From an optimization exercise on the open Yosys and OpenROAD flow, aimed at small area, a short achievable clock period and few clock cycles per item; shortcuts taken in it are not production practice.

==> module setup_sequencer, before the edit <==
module setup_sequencer (
	input  logic clk100,
	input  logic rst_n,
	input  logic next_frame,
	input  logic vtx_empty,
	input  logic tri_wait,
	input  logic div_last,       
	output logic idle,           
	output logic norm,           
	output logic run,
	output logic first,          
	output logic vtx_pop,
	output logic tri_push
);
	always_ff @(posedge clk100 or negedge rst_n)
	begin
		if (!rst_n)
		begin
			norm     <= 1'b0;
			first    <= 1'b0;
			run      <= 1'b0;
			tri_push <= 1'b0;
		end
		else if (next_frame)
		begin
			norm     <= 1'b0;
			first    <= 1'b0;
			run      <= 1'b0;
			tri_push <= 1'b0;
		end
		else
		begin
			norm     <= vtx_pop;
			first    <= norm;
			run      <= norm || (run && !div_last);
			tri_push <= run && div_last;
		end
	end
	assign idle    = !norm && !run && !tri_push;
	assign vtx_pop = idle && !vtx_empty && !tri_wait && !next_frame;
endmodule
==> module slope_divider, before the edit <==
module slope_divider (
	input  logic                               clk100,
	input  logic                               idle,
	input  logic                               norm,
	input  logic                               run,
	input  logic                               first,    
	input  tri_setup_pkg::delta_t              dx_in,
	input  tri_setup_pkg::delta_t              dy_in,
	input  logic [tri_setup_pkg::COORD_W+1:0]  w_norm,
	input  logic [tri_setup_pkg::COORD_W-1:0]  d_norm,
	input  logic [3:0]                         lza_norm,
	input  logic [3:0]                         lzd_norm,
	input  logic                               neg_norm,
	output logic [tri_setup_pkg::COORD_W+1:0]  w,        
	output logic [tri_setup_pkg::COORD_W:0]    d,        
	output logic                               neg,
	output logic                               last,     
	output logic                               step,     
	output logic [1:0]                         digit,
	output logic                               dnz       
);
	localparam int W = tri_setup_pkg::COORD_W;
	logic [W+1:0] d3;
	logic [W+2:0] r1;
	logic [W+2:0] r2;
	logic [W+2:0] r3;
	logic [W-1:0] rest;
	logic [3:0]   cnt;       
	logic [3:0]   lza;
	logic         nz;
	logic [4:0]   c;
	logic [3:0]   steps;
	logic         hold;
	logic [W+1:0] w_nx;
	logic         ge1;       
	logic         ge2;
	logic         ge3;
	assign r1 = {1'b0, w} - {3'b000, d[W-1:0]};
	assign r2 = {1'b0, w} - {2'b00, d[W-1:0], 1'b0};
	assign r3 = {1'b0, w} - {1'b0, d3};
	assign ge1   = !r1[W+2];
	assign ge2   = !r2[W+2];
	assign ge3   = !r3[W+2] && !first;
	assign digit = {ge2, ge3 || (ge1 && !ge2)};
	assign dnz   = ge1;
	assign rest  = ge3 ? r3[W-1:0] : (ge2 ? r2[W-1:0] : (ge1 ? r1[W-1:0] : w[W-1:0]));
	assign c     = 5'd11 + {1'b0, cnt} - {1'b0, lza};
	assign steps = 4'((c + 5'd1) >> 1);
	assign nz    = d[W-1] && (w[W] || w[W-1]);
	assign hold  = nz && (cnt[0] != lza[0]);
	assign last  = first ? (!nz || (!hold && steps == 4'd1)) : (cnt <= 1);
	assign step  = run && (first ? (nz && !hold) : (cnt != 0));
	assign w_nx = ({(W+2){idle}} & {dx_in[W], dx_in})
	            | ({(W+2){norm}} & w_norm)
	            | ({(W+2){step}} & {rest, 2'b00});
	always_ff @(posedge clk100)
		if (idle || norm || step)
			w <= w_nx;
	always_ff @(posedge clk100)
	begin
		if (idle)
			d <= dy_in;
		else if (norm)
		begin
			d    <= {1'b0, d_norm};
			cnt  <= lzd_norm;
			lza  <= lza_norm;
			neg  <= neg_norm;
		end
		else if (run)
		begin
			if (first)
			begin
				d3 <= {1'b0, d[W-1:0]} + {d[W-1:0], 1'b0};
				if (!nz)
					cnt <= '0;
				else if (hold)
					cnt <= steps;
				else
					cnt <= steps - 1'b1;
			end
			else if (cnt != 0)
				cnt <= cnt - 1'b1;
		end
	end
endmodule
==> module slope_collect, before the edit <==
module slope_collect (
	input  logic                     clk100,
	input  logic                     norm,      
	input  logic [2:0]               step,      
	input  logic [5:0]               digit,     
	input  logic [2:0]               dnz,       
	input  logic [2:0]               neg,
	input  logic [2:0]               ord,
	input  tri_setup_pkg::tri_hdr_t  hdr,
	output tri_setup_pkg::tri_word_t tri_data
);
	tri_setup_pkg::quot_t  quot [0:2];       
	tri_setup_pkg::slope_t s    [0:2];
	logic [1:0] i_top;
	logic [1:0] i_mid;
	logic [1:0] i_bot;
	logic [1:0] src [0:2];
	always_comb
	begin
		case (ord)
			3'b111:  {i_top, i_mid, i_bot} = {2'd0, 2'd1, 2'd2};
			3'b110:  {i_top, i_mid, i_bot} = {2'd0, 2'd2, 2'd1};
			3'b011:  {i_top, i_mid, i_bot} = {2'd1, 2'd0, 2'd2};
			3'b100:  {i_top, i_mid, i_bot} = {2'd2, 2'd0, 2'd1};
			3'b001:  {i_top, i_mid, i_bot} = {2'd1, 2'd2, 2'd0};
			3'b000:  {i_top, i_mid, i_bot} = {2'd2, 2'd1, 2'd0};
			default: {i_top, i_mid, i_bot} = {2'd0, 2'd1, 2'd2};
		endcase
	end
	assign src[2] = i_mid;
	assign src[1] = i_bot;
	assign src[0] = i_top;
	for (genvar e = 0; e < 3; e++)
	begin : g_quot
		logic       e_step;
		logic [1:0] e_digit;
		logic       e_dnz;
		logic       e_neg;
		tri_setup_pkg::slope_t q;
		always_comb
		begin
			case (src[e])
				2'd0:    {e_step, e_digit, e_dnz, e_neg} = {step[0], digit[1:0], dnz[0], neg[0]};
				2'd1:    {e_step, e_digit, e_dnz, e_neg} = {step[1], digit[3:2], dnz[1], neg[1]};
				default: {e_step, e_digit, e_dnz, e_neg} = {step[2], digit[5:4], dnz[2], neg[2]};
			endcase
		end
		logic [11:1] low;
		logic        neg_r;              
		logic [tri_setup_pkg::SLOPE_W-1:0] below;
		always_ff @(posedge clk100)
			neg_r <= e_neg;
		always_ff @(posedge clk100)
		begin
			if (norm)
			begin
				quot[e] <= '0;
				low     <= '0;
			end
			else if (e_step)
			begin
				quot[e] <= {quot[e][tri_setup_pkg::QUOT_BITS-3:0], e_digit};
				low     <= {low[10:1], 1'b0} | {11{e_dnz}};
			end
		end
		always_comb
		begin
			below[0] = 1'b0;
			for (int i = 1; i < tri_setup_pkg::SLOPE_W; i++)
				if (i >= 2 * 11)
					below[i] = low[11];
				else if (i % 2 == 0)
					below[i] = low[i / 2];
				else if (i == 1)
					below[i] = quot[e][0];
				else
					below[i] = low[i / 2] || quot[e][i - 1];
		end
		assign q    = {{(tri_setup_pkg::SLOPE_W-tri_setup_pkg::QUOT_BITS){1'b0}}, quot[e]};
		assign s[e] = q ^ (below & {tri_setup_pkg::SLOPE_W{neg_r}});
	end
	assign tri_data = {hdr, s[2], s[1], s[0]};
endmodule
export LEC_CHECK = 0
export ABC_AREA = 1
export CAP_MARGIN = 20
export CORE_MARGIN = 2
export CORE_UTILIZATION = 40
export SETUP_SLACK_MARGIN = 1.1
export SLEW_MARGIN = 20
create_clock -name core_clock -period 4.5 [get_ports {clk100}]
run.sh (not shown) runs the stock make flow with config.mk's settings and CLKGATE_MAP_FILE= SYNTH_SCRIPT=/design/flow/synth_recipe.tcl, a recipe that flattens the netlist after the stock synthesis.
The starting point passed the timing, DRC and antenna checks.
==> next run, changes <==
--- a/flow/design.v
+++ b/flow/design.v
@@ -56,5 +56,5 @@
 	end
 	assign idle    = !norm && !run && !tri_push;
-	assign vtx_pop = idle && !vtx_empty && !tri_wait && !next_frame;
+	assign vtx_pop = idle && !vtx_empty && !tri_wait && !next_frame && rst_n;
 endmodule
 `timescale 1ns/10ps
@@ -216,5 +216,4 @@
 	logic [3:0]   steps;
 	logic         hold;
-	logic [W+1:0] w_nx;
 	logic         ge1;       
 	logic         ge2;
@@ -235,16 +234,14 @@
 	assign last  = first ? (!nz || (!hold && steps == 4'd1)) : (cnt <= 1);
 	assign step  = run && (first ? (nz && !hold) : (cnt != 0));
-	assign w_nx = ({(W+2){idle}} & {dx_in[W], dx_in})
-	            | ({(W+2){norm}} & w_norm)
-	            | ({(W+2){step}} & {rest, 2'b00});
-	always_ff @(posedge clk100)
-		if (idle || norm || step)
-			w <= w_nx;
 	always_ff @(posedge clk100)
 	begin
 		if (idle)
+		begin
+			w <= {dx_in[W], dx_in};
 			d <= dy_in;
+		end
 		else if (norm)
 		begin
+			w    <= w_norm;
 			d    <= {1'b0, d_norm};
 			cnt  <= lzd_norm;
@@ -262,8 +259,14 @@
 					cnt <= steps;
 				else
-					cnt <= steps - 1'b1;
+				begin
+					w    <= {rest, 2'b00};
+					cnt  <= steps - 1'b1;
+				end
 			end
 			else if (cnt != 0)
-				cnt <= cnt - 1'b1;
+			begin
+				w    <= {rest, 2'b00};
+				cnt  <= cnt - 1'b1;
+			end
 		end
 	end
@@ -317,4 +320,5 @@
 			endcase
 		end
+		logic [3:0]  zeros;
 		logic [11:1] low;
 		logic        neg_r;              
@@ -327,13 +331,19 @@
 			begin
 				quot[e] <= '0;
-				low     <= '0;
+				zeros   <= 4'd11;
 			end
 			else if (e_step)
 			begin
 				quot[e] <= {quot[e][tri_setup_pkg::QUOT_BITS-3:0], e_digit};
-				low     <= {low[10:1], 1'b0} | {11{e_dnz}};
+				if (e_dnz)
+					zeros <= 4'd0;
+				else if (zeros != 4'd11)
+					zeros <= zeros + 1'b1;
 			end
 		end
 		always_comb
+			for (int k = 1; k <= 11; k++)
+				low[k] = zeros < k;
+		always_comb
 		begin
 			below[0] = 1'b0;
After rerunning:
- The new run completed with no timing, DRC or antenna violations
- die area goes down by 2.9%
- non-clock buffer count drops by 9
- area after synthesis came out lower by 2.9%
- first-iteration DRC count increases by 5.5%
- worst setup slack improves by 0.039 ns
- wire length drops by 1.7%
No functional check of the RTL was part of any run of this note.

* * *

The RTL this note starts from:
==> flow/design.v <==
package tri_setup_pkg;
	localparam int COORD_W   = 12;
	localparam int ROW_W     = 10;                     
	localparam int FRAC_W    = 10;
	localparam int SLOPE_W   = 24;                     
	localparam int QUOT_BITS = 22;                     
	localparam int HDR_W     = 2 * COORD_W + 3 * ROW_W;
	localparam int STAGES    = 3;
	localparam int CNT_W     = $clog2((QUOT_BITS + STAGES - 1) / STAGES + 1);
	typedef logic [COORD_W-1:0] coord_t;
	typedef logic [ROW_W-1:0] row_t;
	typedef logic [COORD_W:0] delta_t;                   
	typedef logic [SLOPE_W-1:0] slope_t;
	typedef logic [QUOT_BITS-1:0] quot_t;
	typedef logic [6*COORD_W-1:0] vtx_word_t;
	typedef logic [HDR_W-1:0] tri_hdr_t;
	typedef logic [HDR_W+3*SLOPE_W-1:0] tri_word_t;
endpackage
`timescale 1ns/10ps
module setup_sequencer (
	input  logic clk100,
	input  logic rst_n,
	input  logic next_frame,
	input  logic vtx_empty,
	input  logic tri_wait,
	input  logic div_last,       
	output logic idle,           
	output logic run,
	output logic vtx_pop,
	output logic tri_push
);
	always_ff @(posedge clk100 or negedge rst_n)
	begin
		if (!rst_n)
		begin
			run      <= 1'b0;
			tri_push <= 1'b0;
		end
		else if (next_frame)
		begin
			run      <= 1'b0;
			tri_push <= 1'b0;
		end
		else
		begin
			run      <= vtx_pop || (run && !div_last);
			tri_push <= run && div_last;
		end
	end
	assign idle    = !run && !tri_push;
	assign vtx_pop = idle && !vtx_empty && !tri_wait && !next_frame;
endmodule
`timescale 1ns/10ps
module vertex_sort (
	input  logic                      clk100,
	input  logic                      idle,
	input  tri_setup_pkg::vtx_word_t  vtx_data,
	output logic [3*(tri_setup_pkg::COORD_W+1)-1:0] dx,   
	output logic [3*(tri_setup_pkg::COORD_W+1)-1:0] dy,
	output tri_setup_pkg::tri_hdr_t   hdr,
	output logic [2:0]                ord          
);
	tri_setup_pkg::coord_t vx [0:2];
	tri_setup_pkg::coord_t vy [0:2];
	tri_setup_pkg::row_t   vr [0:2];
	logic       a_le_b;
	logic       a_le_c;
	logic       b_le_c;
	logic [1:0] i_top;
	logic [1:0] i_mid;
	logic [1:0] i_bot;
	logic       same_row;
	tri_setup_pkg::tri_hdr_t hdr_d;
	always_comb
	begin
		for (int i = 0; i < 3; i++)
		begin
			vx[i] = vtx_data[(5-i)*tri_setup_pkg::COORD_W +: tri_setup_pkg::COORD_W];
			vy[i] = vtx_data[(2-i)*tri_setup_pkg::COORD_W +: tri_setup_pkg::COORD_W];
			vr[i] = vy[i][tri_setup_pkg::COORD_W-1:2];
		end
	end
	assign dx = {{1'b0, vx[1]} - {1'b0, vx[0]}, {1'b0, vx[2]} - {1'b0, vx[0]}, {1'b0, vx[2]} - {1'b0, vx[1]}};
	assign dy = {{1'b0, vy[1]} - {1'b0, vy[0]}, {1'b0, vy[2]} - {1'b0, vy[0]}, {1'b0, vy[2]} - {1'b0, vy[1]}};
	assign a_le_b = !dy[2*(tri_setup_pkg::COORD_W+1)+tri_setup_pkg::COORD_W];
	assign a_le_c = !dy[tri_setup_pkg::COORD_W+1+tri_setup_pkg::COORD_W];
	assign b_le_c = !dy[tri_setup_pkg::COORD_W];
	always_comb
	begin
		case ({a_le_b, a_le_c, b_le_c})
			3'b111:  {i_top, i_mid, i_bot} = {2'd0, 2'd1, 2'd2};
			3'b110:  {i_top, i_mid, i_bot} = {2'd0, 2'd2, 2'd1};
			3'b011:  {i_top, i_mid, i_bot} = {2'd1, 2'd0, 2'd2};
			3'b100:  {i_top, i_mid, i_bot} = {2'd2, 2'd0, 2'd1};
			3'b001:  {i_top, i_mid, i_bot} = {2'd1, 2'd2, 2'd0};
			3'b000:  {i_top, i_mid, i_bot} = {2'd2, 2'd1, 2'd0};
			default: {i_top, i_mid, i_bot} = {2'd0, 2'd1, 2'd2};   
		endcase
	end
	assign same_row = vr[i_top] == vr[i_mid];
	assign hdr_d = {vx[i_top], same_row ? vx[i_mid] : vx[i_top], vr[i_top], vr[i_mid], vr[i_bot]};
	always_ff @(posedge clk100)
	begin
		if (idle)
		begin
			hdr <= hdr_d;
			ord <= {a_le_b, a_le_c, b_le_c};
		end
	end
endmodule
`timescale 1ns/10ps
module slope_issue (
	input  tri_setup_pkg::delta_t dx,
	input  tri_setup_pkg::delta_t dy,
	output logic [tri_setup_pkg::COORD_W:0]   w_init,    
	output logic [tri_setup_pkg::COORD_W-2:0] dvs,       
	output logic [tri_setup_pkg::STAGES-2:0]  bring,     
	output logic [tri_setup_pkg::CNT_W-1:0]   cycles,    
	output logic                              neg
);
	localparam int W = tri_setup_pkg::COORD_W;
	localparam int K = tri_setup_pkg::STAGES;
	logic [W-1:0] a_abs;
	logic [W-1:0] d_abs;
	logic [W-1:0] a_n;
	logic [W-1:0] d_n;
	logic [3:0]   la;
	logic [3:0]   ld;
	logic [W:0]   dx_n;
	logic [W:0]   dy_n;
	logic [4:0]   c;
	logic [2:0]   p;
	assign dx_n  = -dx;
	assign dy_n  = -dy;
	assign a_abs = dx[W] ? dx_n[W-1:0] : dx[W-1:0];
	assign d_abs = dy[W] ? dy_n[W-1:0] : dy[W-1:0];
	assign neg   = dx[W] ^ dy[W];
	always_comb
	begin
		logic [W-1:0] v;
		v = a_abs;
		la[3] = v[W-1:W-8] == '0;  if (la[3]) v = v << 8;
		la[2] = v[W-1:W-4] == '0;  if (la[2]) v = v << 4;
		la[1] = v[W-1:W-2] == '0;  if (la[1]) v = v << 2;
		la[0] = !v[W-1];           if (la[0]) v = v << 1;
		a_n = v;
	end
	always_comb
	begin
		logic [W-1:0] v;
		v = d_abs;
		ld[3] = v[W-1:W-8] == '0;  if (ld[3]) v = v << 8;
		ld[2] = v[W-1:W-4] == '0;  if (ld[2]) v = v << 4;
		ld[1] = v[W-1:W-2] == '0;  if (ld[1]) v = v << 2;
		ld[0] = !v[W-1];           if (ld[0]) v = v << 1;
		d_n = v;
	end
	assign dvs = d_n[W-2:0];
	assign c = (a_n[W-1] && d_n[W-1]) ? 5'd11 + {1'b0, ld} - {1'b0, la} : 5'd0;
	always_comb
	begin
		p = '0;
		cycles = '0;
		for (int v = 0; v <= tri_setup_pkg::QUOT_BITS; v++)
			if (c == v)
			begin
				p = 3'((K - v % K) % K);
				cycles = tri_setup_pkg::CNT_W'((v + K - 1) / K);
			end
	end
	always_comb
	begin
		w_init = {1'b0, a_n};
		bring = '0;
		for (int pp = 1; pp < K; pp++)
			if (p == pp)
			begin
				w_init = {1'b0, a_n} >> pp;
				for (int j = 0; j < pp; j++)
					bring[j] = a_n[pp-1-j];
			end
	end
endmodule
`timescale 1ns/10ps
module slope_divider (
	input  logic                              clk100,
	input  logic                              idle,
	input  logic                              run,
	input  logic [tri_setup_pkg::COORD_W:0]   w_init,
	input  logic [tri_setup_pkg::COORD_W-2:0] dvs_init,
	input  logic [tri_setup_pkg::STAGES-2:0]  bring_init,
	input  logic [tri_setup_pkg::CNT_W-1:0]   cycles_init,
	input  logic                              neg_init,
	output logic                              last,      
	output tri_setup_pkg::quot_t              quot,
	output logic                              neg
);
	localparam int W = tri_setup_pkg::COORD_W;
	localparam int K = tri_setup_pkg::STAGES;
	logic [W:0]                       w;         
	logic [W-2:0]                     dvs;
	logic [K-2:0]                     bring;
	logic [tri_setup_pkg::CNT_W-1:0]  cnt;
	logic [W:0]                       w_nx;
	logic [K-1:0]                     q_nx;
	always_comb
	begin
		logic [W:0]   t;
		logic [W+1:0] r;
		t = w;
		for (int j = 0; j < K; j++)
		begin
			r = {1'b0, t} - {3'b001, dvs};
			q_nx[K-1-j] = !r[W+1];
			t = {(q_nx[K-1-j] ? r[W-1:0] : t[W-1:0]), (j < K - 1) ? bring[j] : 1'b0};
		end
		w_nx = t;
	end
	assign last = cnt <= 1;
	always_ff @(posedge clk100)
	begin
		if (idle)
		begin
			w     <= w_init;
			dvs   <= dvs_init;
			bring <= bring_init;
			cnt   <= cycles_init;
			neg   <= neg_init;
			quot  <= '0;
		end
		else if (run && cnt != 0)
		begin
			w     <= w_nx;
			bring <= '0;
			cnt   <= cnt - 1'b1;
			quot  <= {quot[tri_setup_pkg::QUOT_BITS-1-K:0], q_nx};
		end
	end
endmodule
`timescale 1ns/10ps
module slope_collect (
	input  logic [3*tri_setup_pkg::QUOT_BITS-1:0] quot,    
	input  logic [2:0]               neg,
	input  logic [2:0]               ord,
	input  tri_setup_pkg::tri_hdr_t  hdr,
	output tri_setup_pkg::tri_word_t tri_data
);
	tri_setup_pkg::slope_t s [0:2];
	tri_setup_pkg::slope_t m_long;
	tri_setup_pkg::slope_t m_top;
	tri_setup_pkg::slope_t m_bot;
	logic [1:0] i_top;
	logic [1:0] i_mid;
	logic [1:0] i_bot;
	always_comb
	begin
		tri_setup_pkg::slope_t q;
		for (int k = 0; k < 3; k++)
		begin
			q = {{(tri_setup_pkg::SLOPE_W-tri_setup_pkg::QUOT_BITS){1'b0}}, quot[k*tri_setup_pkg::QUOT_BITS +: tri_setup_pkg::QUOT_BITS]};
			s[k] = neg[k] ? -q : q;
		end
	end
	always_comb
	begin
		case (ord)
			3'b111:  {i_top, i_mid, i_bot} = {2'd0, 2'd1, 2'd2};
			3'b110:  {i_top, i_mid, i_bot} = {2'd0, 2'd2, 2'd1};
			3'b011:  {i_top, i_mid, i_bot} = {2'd1, 2'd0, 2'd2};
			3'b100:  {i_top, i_mid, i_bot} = {2'd2, 2'd0, 2'd1};
			3'b001:  {i_top, i_mid, i_bot} = {2'd1, 2'd2, 2'd0};
			3'b000:  {i_top, i_mid, i_bot} = {2'd2, 2'd1, 2'd0};
			default: {i_top, i_mid, i_bot} = {2'd0, 2'd1, 2'd2};
		endcase
	end
	always_comb
	begin
		case (i_mid)
			2'd0:    m_long = s[0];
			2'd1:    m_long = s[1];
			default: m_long = s[2];
		endcase
		case (i_bot)
			2'd0:    m_top = s[0];
			2'd1:    m_top = s[1];
			default: m_top = s[2];
		endcase
		case (i_top)
			2'd0:    m_bot = s[0];
			2'd1:    m_bot = s[1];
			default: m_bot = s[2];
		endcase
	end
	assign tri_data = {hdr, m_long, m_top, m_bot};
endmodule
`timescale 1ns/10ps
module tri_setup_top (
	input  logic                     clk100,
	input  logic                     rst_n,
	input  logic                     next_frame,
	input  tri_setup_pkg::vtx_word_t vtx_data,
	input  logic                     vtx_empty,
	input  logic                     tri_wait,
	output logic                     vtx_pop,
	output tri_setup_pkg::tri_word_t tri_data,
	output logic                     tri_push
);
	logic                    idle;
	logic                    run;
	logic [3*(tri_setup_pkg::COORD_W+1)-1:0] dx;
	logic [3*(tri_setup_pkg::COORD_W+1)-1:0] dy;
	tri_setup_pkg::tri_hdr_t hdr;
	logic [2:0]              ord;
	logic [2:0]              last;
	logic [3*tri_setup_pkg::QUOT_BITS-1:0] quot;
	logic [2:0]              neg;
	vertex_sort u_sort (
		.clk100   (clk100),
		.idle     (idle),
		.vtx_data (vtx_data),
		.dx       (dx),
		.dy       (dy),
		.hdr      (hdr),
		.ord      (ord)
	);
	for (genvar k = 0; k < 3; k++)
	begin : g_edge
		logic [tri_setup_pkg::COORD_W:0]   w_init;
		logic [tri_setup_pkg::COORD_W-2:0] dvs_init;
		logic [tri_setup_pkg::STAGES-2:0]  bring_init;
		logic [tri_setup_pkg::CNT_W-1:0]   cycles_init;
		logic                              neg_init;
		slope_issue u_issue (
			.dx     (dx[k*(tri_setup_pkg::COORD_W+1) +: tri_setup_pkg::COORD_W+1]),
			.dy     (dy[k*(tri_setup_pkg::COORD_W+1) +: tri_setup_pkg::COORD_W+1]),
			.w_init (w_init),
			.dvs    (dvs_init),
			.bring  (bring_init),
			.cycles (cycles_init),
			.neg    (neg_init)
		);
		slope_divider u_div (
			.clk100      (clk100),
			.idle        (idle),
			.run         (run),
			.w_init      (w_init),
			.dvs_init    (dvs_init),
			.bring_init  (bring_init),
			.cycles_init (cycles_init),
			.neg_init    (neg_init),
			.last        (last[k]),
			.quot        (quot[k*tri_setup_pkg::QUOT_BITS +: tri_setup_pkg::QUOT_BITS]),
			.neg         (neg[k])
		);
	end
	setup_sequencer u_seq (
		.clk100     (clk100),
		.rst_n      (rst_n),
		.next_frame (next_frame),
		.vtx_empty  (vtx_empty),
		.tri_wait   (tri_wait),
		.div_last   (&last),
		.idle       (idle),
		.run        (run),
		.vtx_pop    (vtx_pop),
		.tri_push   (tri_push)
	);
	slope_collect u_collect (
		.quot     (quot),
		.neg      (neg),
		.ord      (ord),
		.hdr      (hdr),
		.tri_data (tri_data)
	);
endmodule
make LEC_CHECK=0 CAP_MARGIN=20 CORE_MARGIN=2 CORE_UTILIZATION=40 SLEW_MARGIN=20 finish   # period 4.5 ns
The first run finished with setup timing left.
Rerun with:
--- a/flow/design.v
+++ b/flow/design.v
@@ -5,7 +5,7 @@
 	localparam int SLOPE_W   = 24;                     
 	localparam int QUOT_BITS = 22;                     
 	localparam int HDR_W     = 2 * COORD_W + 3 * ROW_W;
-	localparam int STAGES    = 3;
+	localparam int STAGES    = 5;
 	localparam int CNT_W     = $clog2((QUOT_BITS + STAGES - 1) / STAGES + 1);
 	typedef logic [COORD_W-1:0] coord_t;
 	typedef logic [ROW_W-1:0] row_t;
What happened: The changed run completed and failed the layout checks on setup timing; sequential share of layout area went down by 1.6 points; critical path depth went up by 23; cell area went up by 16%; non-clock buffer count went up by 315; utilization went up by 1.7 points; hold slack is worse by 0.032 ns; via count went up by 16%; global-route usage went up by 1.2 points.
Function was not checked in any run of this note: the RTL went through the layout flow alone.

==> separate check: timing with driven ports <==
How much do the figures lean on ideal ports? The routed layouts below were timed once more, with nothing changed but the port constraints. Step 1: set_driving_cell puts a clkbuf_16 on clk100 and a buf_2 on each other input, an assumption about the parent block. Step 2 also shifts input and output timing later by t, the mid clock arrival at the registers, as if the neighbouring blocks saw the same clock. Three values: ideal, step 1, step 2; two values: the first two.
run	shift t [ns]	slack for setup (ns)	clock arrival spread, ns	slew at the worst register clock pin (ns)	worst data-port slew with drivers (ns)
the first run of note 1	0.670	1.158 / 1.158 / 0.548	0.024 / 0.024	0.07 / 0.07	0.16
the second run of note 1	0.657	1.198 / 1.130 / 0.674	0.033 / 0.033	0.07 / 0.07	0.14
the first run of note 2	0.658	-2.685 / -2.685 / -2.685	0.034 / 0.034	0.07 / 0.07	0.14
the second run of note 2	0.674	-7.380 / -7.380 / -7.380	0.018 / 0.018	0.07 / 0.07	0.10
The setup slack of the first run of note 1, which loses most, moves by 0.000 ns with the drivers and by -0.610 ns with both steps.
